Background: an optimization exercise with open tools, aiming at small area. Do not read the settings as production practice. The RTL was checked by simulation tests, not by an equivalence proof against the original design. Power and IR drop assume default switching activity.

==> run G: inputs <==
==> flow/design.v <==
package fabric_pkg;
  localparam int LUT_K   = 4;
  localparam int SEL_W   = 3;
  localparam int TRUTH_W = 2 ** LUT_K;
  localparam int TRUTH_LSB = 0;
  localparam int SEL_LSB   = 16;
  localparam int REG_BIT   = 28;
  localparam int REGION_FIELD_LSB = 8;
  localparam int REGION_FIELD_W   = 4;
  typedef logic [31:0] wb_addr_t;
  typedef logic [31:0] wb_data_t;
  typedef logic [3:0]  wb_sel_t;
  typedef logic [31:0]        cfg_word_t;
  typedef logic [TRUTH_W-1:0] truth_t;
  typedef logic [15:0]        push_count_t;
  typedef logic [REGION_FIELD_LSB-1:0] reg_offset_t;
  typedef logic [REGION_FIELD_W-1:0]   region_id_t;
  localparam reg_offset_t CTRL_OFFSET     = 8'h00;
  localparam reg_offset_t COL_OFFSET_BASE = 8'h04;
  typedef enum logic {
    REG_IDLE,
    REG_ACK
  } region_state_t;
endpackage
`timescale 1ns/1ps
module logic_cell #(
  parameter int WS = 4
) (
  input  logic                  wb_clk_i,
  input  logic                  arst_n_i,
  input  logic                  cen_i,
  input  logic                  cfg_shift_i,
  input  logic                  valid_i,
  input  logic [28:0]           cfg_i,
  input  logic [WS-1:0]         west_i,
  input  logic [WS-1:0]         fb_i,
  output logic [28:0]           cfg_o,
  output logic                  q_o,
  output logic                  out_o
);
  logic [28:0]                    cfg_q;
  fabric_pkg::truth_t             truth;
  logic [fabric_pkg::LUT_K-1:0]   lut_in_n;
  logic                           lut_out;
  logic                           ff_q;
  always_ff @(posedge wb_clk_i) begin
    if (cfg_shift_i) begin
      cfg_q <= cfg_i;
    end
  end
  assign truth = cfg_q[fabric_pkg::TRUTH_LSB +: fabric_pkg::TRUTH_W];
  for (genvar k = 0; k < fabric_pkg::LUT_K; k++) begin : g_sel
    logic [fabric_pkg::SEL_W-1:0] sel;
    assign sel = cfg_q[fabric_pkg::SEL_LSB + k * fabric_pkg::SEL_W +: fabric_pkg::SEL_W];
    logic west_sel;
    logic fb_sel;
    fabric_mux4 west_mux_i (.d_i(west_i), .s_i(sel[1:0]), .y_o(west_sel));
    fabric_mux4 fb_mux_i   (.d_i(fb_i),   .s_i(sel[1:0]), .y_o(fb_sel));
    fabric_mux2i in_mux_i (.d_i({fb_sel, west_sel}), .s_i(sel[2]), .y_no(lut_in_n[k]));
  end
  fabric_pkg::truth_t truth_rev;
  logic [3:0] lut_lo;
  logic       lut_raw;
  for (genvar b = 0; b < fabric_pkg::TRUTH_W; b++) begin : g_rev
    assign truth_rev[b] = truth[fabric_pkg::TRUTH_W-1-b];
  end
  for (genvar m = 0; m < 4; m++) begin : g_lut
    fabric_mux4 lut_mux_i (.d_i(truth_rev[4*m +: 4]), .s_i(lut_in_n[1:0]), .y_o(lut_lo[m]));
  end
  fabric_mux4 lut_top_i (.d_i(lut_lo), .s_i(lut_in_n[3:2]), .y_o(lut_raw));
  assign lut_out = valid_i & lut_raw;
  always_ff @(posedge wb_clk_i or negedge arst_n_i) begin
    if (!arst_n_i) begin
      ff_q <= 1'b0;
    end else if (cen_i) begin
      ff_q <= lut_out;
    end
  end
  assign out_o = valid_i & (cfg_q[fabric_pkg::REG_BIT] ? ff_q : lut_raw);
  assign q_o   = ff_q;
  assign cfg_o = cfg_q;
endmodule
module fabric_mux4 (
  input  logic [3:0] d_i,
  input  logic [1:0] s_i,
  output logic       y_o
);
  assign y_o = d_i[s_i];
endmodule
module fabric_mux2i (
  input  logic [1:0] d_i,
  input  logic       s_i,
  output logic       y_no
);
  assign y_no = ~d_i[s_i];
endmodule
`timescale 1ns/1ps
module clb_tile_unidir #(
  parameter int WS = 4
) (
  input  logic                  wb_clk_i,
  input  logic                  arst_n_i,
  input  logic                  cen_i,
  input  logic                  cfg_shift_i,
  input  logic [WS-1:0]         valid_i,
  input  logic [28:0]           cfg_i,
  input  logic [WS-1:0]         west_i,
  output logic [28:0]           cfg_o,
  output logic [WS-1:0]         east_o
);
  logic [28:0] cfg_chain [WS+1];
  logic [WS-1:0] q_bus;
  logic [WS-1:0] cell_out;
  assign cfg_chain[0] = cfg_i;
  for (genvar i = 0; i < WS; i++) begin : g_cell
    logic_cell #(
      .WS(WS)
    ) logic_cell_i (
      .wb_clk_i   (wb_clk_i),
      .arst_n_i   (arst_n_i),
      .cen_i      (cen_i),
      .cfg_shift_i(cfg_shift_i),
      .valid_i    (valid_i[i]),
      .cfg_i      (cfg_chain[i]),
      .west_i     (west_i),
      .fb_i       (q_bus),
      .cfg_o      (cfg_chain[i+1]),
      .q_o        (q_bus[i]),
      .out_o      (cell_out[i])
    );
  end
  assign cfg_o = cfg_chain[WS];
  assign east_o = cell_out;
endmodule
`timescale 1ns/1ps
module fabric_config_region #(
  parameter int COLS_PER_REGION    = 2,
  parameter int NUM_CONFIG_REGIONS = 2,
  parameter int CHAIN              = 8
) (
  input  logic                       wb_clk_i,
  input  logic                       arst_n_i,
  input  logic                       wbs_cyc_i,
  input  logic                       wbs_stb_i,
  input  logic                       wbs_we_i,
  input  fabric_pkg::wb_sel_t        wbs_sel_i,
  input  fabric_pkg::wb_addr_t       wbs_addr_i,
  input  fabric_pkg::wb_data_t       wbs_data_i,
  output logic                       wbs_ack_o,
  output fabric_pkg::wb_data_t       wbs_data_o,
  output logic [28:0]                cfg_o,
  output logic [NUM_CONFIG_REGIONS*COLS_PER_REGION-1:0] col_shift_o,
  output logic [NUM_CONFIG_REGIONS*COLS_PER_REGION*CHAIN-1:0] col_valid_o,
  output logic [NUM_CONFIG_REGIONS-1:0] cen_o
);
  localparam int NCOL = NUM_CONFIG_REGIONS * COLS_PER_REGION;
  fabric_pkg::reg_offset_t    offset;
  fabric_pkg::push_count_t    push_count_q [NCOL];
  logic [NUM_CONFIG_REGIONS-1:0] ack_q;
  logic [NUM_CONFIG_REGIONS-1:0] cen_q;
  logic [NUM_CONFIG_REGIONS-1:0] accept;
  logic [COLS_PER_REGION-1:0] col_sel;
  logic [COLS_PER_REGION-1:0] rd_col_q;
  logic [COLS_PER_REGION-1:0] wr_col_q;
  logic                       rd_ctrl_q;
  logic                       is_ctrl;
  logic                       full_word;
  logic [28:0]                cfg_q;
  assign offset    = wbs_addr_i[fabric_pkg::REGION_FIELD_LSB-1:0];
  assign is_ctrl   = (offset == fabric_pkg::CTRL_OFFSET);
  assign full_word = &wbs_sel_i;
  always_comb begin
    for (int c = 0; c < COLS_PER_REGION; c++) begin
      col_sel[c] = (offset == fabric_pkg::reg_offset_t'(fabric_pkg::COL_OFFSET_BASE + 4 * c));
    end
  end
  for (genvar r = 0; r < NUM_CONFIG_REGIONS; r++) begin : g_acc
    assign accept[r] = wbs_cyc_i && wbs_stb_i && !ack_q[r] &&
                       (wbs_addr_i[fabric_pkg::REGION_FIELD_LSB +: fabric_pkg::REGION_FIELD_W] ==
                        fabric_pkg::region_id_t'(r));
  end
  always_ff @(posedge wb_clk_i or negedge arst_n_i) begin
    if (!arst_n_i) begin
      ack_q <= '0;
      cen_q <= '0;
    end else begin
      ack_q <= accept;
      for (int r = 0; r < NUM_CONFIG_REGIONS; r++) begin
        if (accept[r] && wbs_we_i && is_ctrl && wbs_sel_i[0]) begin
          cen_q[r] <= wbs_data_i[0];
        end
      end
    end
  end
  always_ff @(posedge wb_clk_i) begin
    cfg_q     <= wbs_data_i[28:0];
    rd_ctrl_q <= !wbs_we_i && is_ctrl;
    rd_col_q  <= wbs_we_i ? '0 : col_sel;
    wr_col_q  <= (wbs_we_i && full_word) ? col_sel : '0;
  end
  for (genvar c = 0; c < NCOL; c++) begin : g_col
    assign col_shift_o[c] = ack_q[c / COLS_PER_REGION] && wr_col_q[c % COLS_PER_REGION];
    fabric_pkg::push_count_t toggle;
    always_comb begin
      toggle[0] = col_shift_o[c] && (push_count_q[c] != '1);
      for (int b = 1; b < 16; b++) begin
        toggle[b] = toggle[b-1] && push_count_q[c][b-1];
      end
    end
    always_ff @(posedge wb_clk_i or negedge arst_n_i) begin
      if (!arst_n_i) begin
        push_count_q[c] <= '0;
      end else begin
        push_count_q[c] <= push_count_q[c] ^ toggle;
      end
    end
    for (genvar j = 0; j < CHAIN; j++) begin : g_valid
      assign col_valid_o[c * CHAIN + j] = (push_count_q[c] > fabric_pkg::push_count_t'(j));
    end
  end
  always_comb begin
    wbs_data_o = '0;
    for (int r = 0; r < NUM_CONFIG_REGIONS; r++) begin
      wbs_data_o[0] = wbs_data_o[0] | (ack_q[r] & rd_ctrl_q & cen_q[r]);
      for (int c = 0; c < COLS_PER_REGION; c++) begin
        if (ack_q[r] && rd_col_q[c]) begin
          wbs_data_o[15:0] = wbs_data_o[15:0] | push_count_q[r * COLS_PER_REGION + c];
        end
      end
    end
  end
  assign wbs_ack_o = |ack_q;
  assign cfg_o     = cfg_q;
  assign cen_o     = cen_q;
endmodule
`timescale 1ns/1ps
module fpga_unidir #(
  parameter int MX                 = 4,
  parameter int MY                 = 2,
  parameter int WS                 = 4,
  parameter int NUM_CONFIG_REGIONS = 2
) (
  input  logic                  wb_clk_i,
  input  logic                  arst_n_i,
  input  logic                  wbs_cyc_i,
  input  logic                  wbs_stb_i,
  input  logic                  wbs_we_i,
  input  fabric_pkg::wb_sel_t   wbs_sel_i,
  input  fabric_pkg::wb_addr_t  wbs_addr_i,
  input  fabric_pkg::wb_data_t  wbs_data_i,
  output logic                  wbs_ack_o,
  output fabric_pkg::wb_data_t  wbs_data_o,
  input  logic [MY*WS-1:0]      fabric_in_i,
  output logic [MY*WS-1:0]      fabric_out_o
);
  localparam int COLS_PER_REGION = MX / NUM_CONFIG_REGIONS;
  localparam int CHAIN           = MY * WS;
  logic [WS-1:0]         west_w [MY][MX+1];
  logic [28:0]           cfg_w [MY+1][MX];
  logic [28:0]           bus_cfg;
  logic [MX-1:0]         col_shift;
  logic [MX*CHAIN-1:0]   col_valid;
  logic [NUM_CONFIG_REGIONS-1:0] region_cen;
  for (genvar y = 0; y < MY; y++) begin : g_row
    assign west_w[y][0]              = fabric_in_i[y*WS +: WS];
    assign fabric_out_o[y*WS +: WS]  = west_w[y][MX];
    for (genvar x = 0; x < MX; x++) begin : g_col
      clb_tile_unidir #(
        .WS(WS)
      ) clb_tile_unidir_i (
        .wb_clk_i   (wb_clk_i),
        .arst_n_i   (arst_n_i),
        .cen_i      (region_cen[x / COLS_PER_REGION]),
        .cfg_shift_i(col_shift[x]),
        .valid_i    (col_valid[x*CHAIN + y*WS +: WS]),
        .cfg_i      (cfg_w[y][x]),
        .west_i     (west_w[y][x]),
        .cfg_o      (cfg_w[y+1][x]),
        .east_o     (west_w[y][x+1])
      );
    end
  end
  for (genvar x = 0; x < MX; x++) begin : g_fan
    assign cfg_w[0][x] = bus_cfg;
  end
  fabric_config_region #(
    .COLS_PER_REGION   (COLS_PER_REGION),
    .NUM_CONFIG_REGIONS(NUM_CONFIG_REGIONS),
    .CHAIN             (CHAIN)
  ) fabric_config_region_i (
    .wb_clk_i   (wb_clk_i),
    .arst_n_i   (arst_n_i),
    .wbs_cyc_i  (wbs_cyc_i),
    .wbs_stb_i  (wbs_stb_i),
    .wbs_we_i   (wbs_we_i),
    .wbs_sel_i  (wbs_sel_i),
    .wbs_addr_i (wbs_addr_i),
    .wbs_data_i (wbs_data_i),
    .wbs_ack_o  (wbs_ack_o),
    .wbs_data_o (wbs_data_o),
    .cfg_o      (bus_cfg),
    .col_shift_o(col_shift),
    .col_valid_o(col_valid),
    .cen_o      (region_cen)
  );
endmodule
==> flow/flow/run.sh <==
#!/bin/bash
# Standard synthesis, then the standard ORFS layout steps with a leaner clock
# tree (larger sink clusters, no dummy loads) and the smallest buffer on each
# port. Every tool's output goes to a log file in this folder.
set -euo pipefail
bash standard.sh synth > synth.log 2>&1
bash standard.sh \
  'CTS_ARGS=-sink_clustering_enable -repair_clock_nets -dont_use_dummy_load -sink_clustering_size 20 -sink_clustering_max_diameter 60 -buf_list {sky130_fd_sc_hd__clkbuf_4 sky130_fd_sc_hd__clkbuf_8}' \
  'BUFFER_PORTS_ARGS=-inputs -outputs -buffer_cell sky130_fd_sc_hd__buf_1' \
  finish > layout.log 2>&1
==> flow/standard.sh <==
#!/bin/bash
# synth_recipe.tcl (not shown) runs the flow's synth.tcl, then flattens the netlist and writes it again
# the make line also repeats each setting of config.mk as NAME=value (left out here)
make -C /OpenROAD-flow-scripts/flow DESIGN_CONFIG=/design/flow/config.mk WORK_HOME=/design/flow/orfs CLKGATE_MAP_FILE= SYNTH_SCRIPT=/design/flow/synth_recipe.tcl "${@:-finish}"
==> flow/config.mk <==
export PLATFORM = sky130hd
export DESIGN_NAME = fpga_unidir
export DESIGN_NICKNAME = fpga_unidir
export VERILOG_FILES = /design/flow/design.v
export SDC_FILE = /design/flow/constraint.sdc
export NUM_CORES = 4
export LEC_CHECK = 0
export CAP_MARGIN = 5
export CORE_MARGIN = 2
export CORE_UTILIZATION = 70
export PLACE_DENSITY = 0.78
export SLEW_MARGIN = 5
export SYNTH_HIERARCHICAL = 1
==> flow/constraint.sdc <==
create_clock -name core_clock -period 16.0 [get_ports {wb_clk_i}]
set_input_delay 3.2000 -clock core_clock [delete_from_list [all_inputs] [get_ports {wb_clk_i}]]
set_output_delay 3.2000 -clock core_clock [all_outputs]
set_load 0.01 [all_outputs]
==> run A (differences from run G) <==
--- a/flow/design.v
+++ b/flow/design.v
@@ -202,9 +202,2 @@
     assign col_shift_o[c] = ack_q[c / COLS_PER_REGION] && wr_col_q[c % COLS_PER_REGION];
-    fabric_pkg::push_count_t toggle;
-    always_comb begin
-      toggle[0] = col_shift_o[c] && (push_count_q[c] != '1);
-      for (int b = 1; b < 16; b++) begin
-        toggle[b] = toggle[b-1] && push_count_q[c][b-1];
-      end
-    end
     always_ff @(posedge wb_clk_i or negedge arst_n_i) begin
@@ -212,4 +205,4 @@
         push_count_q[c] <= '0;
-      end else begin
-        push_count_q[c] <= push_count_q[c] ^ toggle;
+      end else if (col_shift_o[c] && (push_count_q[c] != '1)) begin
+        push_count_q[c] <= push_count_q[c] + 1'b1;
       end
--- a/flow/flow/run.sh
+++ b/flow/flow/run.sh
@@ -7,3 +7,3 @@
 bash standard.sh \
-  'CTS_ARGS=-sink_clustering_enable -repair_clock_nets -dont_use_dummy_load -sink_clustering_size 20 -sink_clustering_max_diameter 60 -buf_list {sky130_fd_sc_hd__clkbuf_4 sky130_fd_sc_hd__clkbuf_8}' \
+  'CTS_ARGS=-sink_clustering_enable -repair_clock_nets -dont_use_dummy_load -sink_clustering_size 16 -sink_clustering_max_diameter 60 -buf_list {sky130_fd_sc_hd__clkbuf_4 sky130_fd_sc_hd__clkbuf_8}' \
   'BUFFER_PORTS_ARGS=-inputs -outputs -buffer_cell sky130_fd_sc_hd__buf_1' \
--- a/flow/config.mk
+++ b/flow/config.mk
@@ -7,7 +7,6 @@
 export LEC_CHECK = 0
-export CAP_MARGIN = 5
+export CAP_MARGIN = 20
 export CORE_MARGIN = 2
-export CORE_UTILIZATION = 70
-export PLACE_DENSITY = 0.78
-export SLEW_MARGIN = 5
+export CORE_UTILIZATION = 55
+export SLEW_MARGIN = 20
 export SYNTH_HIERARCHICAL = 1
==> run H (differences from run G) <==
--- a/flow/design.v
+++ b/flow/design.v
@@ -202,9 +202,2 @@
     assign col_shift_o[c] = ack_q[c / COLS_PER_REGION] && wr_col_q[c % COLS_PER_REGION];
-    fabric_pkg::push_count_t toggle;
-    always_comb begin
-      toggle[0] = col_shift_o[c] && (push_count_q[c] != '1);
-      for (int b = 1; b < 16; b++) begin
-        toggle[b] = toggle[b-1] && push_count_q[c][b-1];
-      end
-    end
     always_ff @(posedge wb_clk_i or negedge arst_n_i) begin
@@ -212,4 +205,4 @@
         push_count_q[c] <= '0;
-      end else begin
-        push_count_q[c] <= push_count_q[c] ^ toggle;
+      end else if (col_shift_o[c] && (push_count_q[c] != '1)) begin
+        push_count_q[c] <= push_count_q[c] + 1'b1;
       end
--- a/flow/flow/run.sh
+++ b/flow/flow/run.sh
@@ -7,3 +7,3 @@
 bash standard.sh \
-  'CTS_ARGS=-sink_clustering_enable -repair_clock_nets -dont_use_dummy_load -sink_clustering_size 20 -sink_clustering_max_diameter 60 -buf_list {sky130_fd_sc_hd__clkbuf_4 sky130_fd_sc_hd__clkbuf_8}' \
+  'CTS_ARGS=-sink_clustering_enable -repair_clock_nets -dont_use_dummy_load -sink_clustering_size 20 -sink_clustering_max_diameter 50 -buf_list {sky130_fd_sc_hd__clkbuf_8 sky130_fd_sc_hd__clkbuf_16}' \
   'BUFFER_PORTS_ARGS=-inputs -outputs -buffer_cell sky130_fd_sc_hd__buf_1' \
--- a/flow/config.mk
+++ b/flow/config.mk
@@ -7,7 +7,6 @@
 export LEC_CHECK = 0
-export CAP_MARGIN = 5
+export CAP_MARGIN = 20
 export CORE_MARGIN = 2
-export CORE_UTILIZATION = 70
-export PLACE_DENSITY = 0.78
-export SLEW_MARGIN = 5
+export CORE_UTILIZATION = 55
+export SLEW_MARGIN = 20
 export SYNTH_HIERARCHICAL = 1
==> run X (differences from run G) <==
--- a/flow/flow/run.sh
+++ b/flow/flow/run.sh
@@ -7,3 +7,3 @@
 bash standard.sh \
-  'CTS_ARGS=-sink_clustering_enable -repair_clock_nets -dont_use_dummy_load -sink_clustering_size 20 -sink_clustering_max_diameter 60 -buf_list {sky130_fd_sc_hd__clkbuf_4 sky130_fd_sc_hd__clkbuf_8}' \
+  'CTS_ARGS=-sink_clustering_enable -repair_clock_nets -dont_use_dummy_load -sink_clustering_size 30 -sink_clustering_max_diameter 45 -sink_clustering_buffer sky130_fd_sc_hd__clkbuf_16 -buf_list {sky130_fd_sc_hd__clkbuf_4 sky130_fd_sc_hd__clkbuf_8 sky130_fd_sc_hd__clkbuf_16}' \
   'BUFFER_PORTS_ARGS=-inputs -outputs -buffer_cell sky130_fd_sc_hd__buf_1' \
==> run notes <==
Maximum ir drop on the vdd rail: run H 95.88 uV; run A 78.21 uV; run X 139.9 uV; run G 115.8 uV
Netlist cell types: run H 53; run A 53; run X 31; run G 31
Diode insertion count for antenna repair: run H 3; run A 7; run X 11; run G 9
Unrepaired setup endpoints after global routing: run H true; run A -; run X -; run G false
Part of the power in the clock network: run H 0.398; run A 0.300; run X 0.395; run G 0.272
Xor-xnor portion of the synthesized cell area: run H 0.01064; run A 0.01064; run X 0.0007853; run G 0.0007853
Die area: run H 0.08461 mm^2; run A 0.08461 mm^2; run X 0.06577 mm^2; run G 0.06577 mm^2
Clk slew on worst S/H paths: run H 50 ps; run A 90 ps; run X 70 ps; run G 110 ps
Share of the final layout cell area in sequential cells: run H 0.6140; run A 0.6308; run X 0.6249; run G 0.6468
Crit path to: run H fabric_out_o[5]; run A fabric_out_o[5]; run X fabric_out_o[3]; run G fabric_out_o[6]
Total met2 wirelength after detailed routing: run H 49.20 mm; run A 48.67 mm; run X 49.85 mm; run G 45.37 mm
Half-perimeter wire length of the detailed placement result: run H 65.17 mm; run A 65.17 mm; run X 60.97 mm; run G 60.97 mm
Antenna violations before repair: run H 9; run A 10; run X 18; run G 17
Number of tap cells added at floorplan: run H 1070; run A 1070; run X 846; run G 846
Met3 layer usage reported by global route: run H 0.04604; run A 0.04375; run X 0.05981; run G 0.06020
Cell count of the worst reg-to-reg path: run H 31; run A 30; run X 29; run G 30
Number of cells in the design after placement: run H 3432; run A 3432; run X 3065; run G 3065
Fraction of power consumed by combinational cells: run H 0.013; run A 0.015; run X 0.013; run G 0.016
Static leakage: run H 16.84 nW; run A 16.20 nW; run X 16.95 nW; run G 16.19 nW
Gate count after technology mapping: run H 2174; run A 2174; run X 2029; run G 2029
Worst slack at placement: run H -247.2 ps; run A -247.2 ps; run X -459.2 ps; run G -459.2 ps
Horizontal extent of the die: run H 290.9 um; run A 290.9 um; run X 256.5 um; run G 256.5 um
Clock distribution power: run H 2.03 mW; run A 1.31 mW; run X 2.01 mW; run G 1.15 mW
Run status: run H finished clean; run A finished clean; run X finished clean; run G finished clean
Critical Path Start: run H fabric_in_i[7]; run A fabric_in_i[7]; run X fabric_in_i[2]; run G fabric_in_i[7]
Total design power: run H 5.107 mW; run A 4.381 mW; run X 5.088 mW; run G 4.217 mW
Routed vias: run H 22400; run A 22260; run X 22340; run G 21670

afterwards: timing with drivers on the ports:
Ports are ideal in the flow. The routed layouts listed here were re-timed in OpenROAD.
Step 1 (the two cells are an assumption about what drives the block):
set clk [get_ports {wb_clk_i}]
set_driving_cell -lib_cell sky130_fd_sc_hd__clkbuf_16 $clk
set_driving_cell -lib_cell sky130_fd_sc_hd__buf_2 [delete_from_list [all_inputs] $clk]
Step 2 moves the port delays by t, midway between the first and last clock arrival at a register: inputs arrive t later, outputs are due t later. That takes back most of the time a late clock gives input paths.
Three values: ideal ports, drivers, drivers and shift; two values: the first two.
| run | shift t [ns] | setup WS [ns] | clock arrival spread, ns | pins driven straight from the clock port |
|---|---|---|---|---|
| run G | 0.734 | 0.246 / 0.224 / 0.224 | 0.081 / 0.080 | 1 |
| run A | 0.748 | 0.311 / 0.289 / 0.289 | 0.136 / 0.136 | 1 |
| run H | 0.703 | 0.279 / 0.257 / 0.257 | 0.096 / 0.096 | 1 |
| run X | 0.706 | 0.156 / 0.133 / 0.133 | 0.060 / 0.060 | 1 |
After both steps setup and hold are still met in every run listed. The setup slack of run X, which loses most, moves by -0.023 ns with the drivers and by -0.023 ns with both steps.
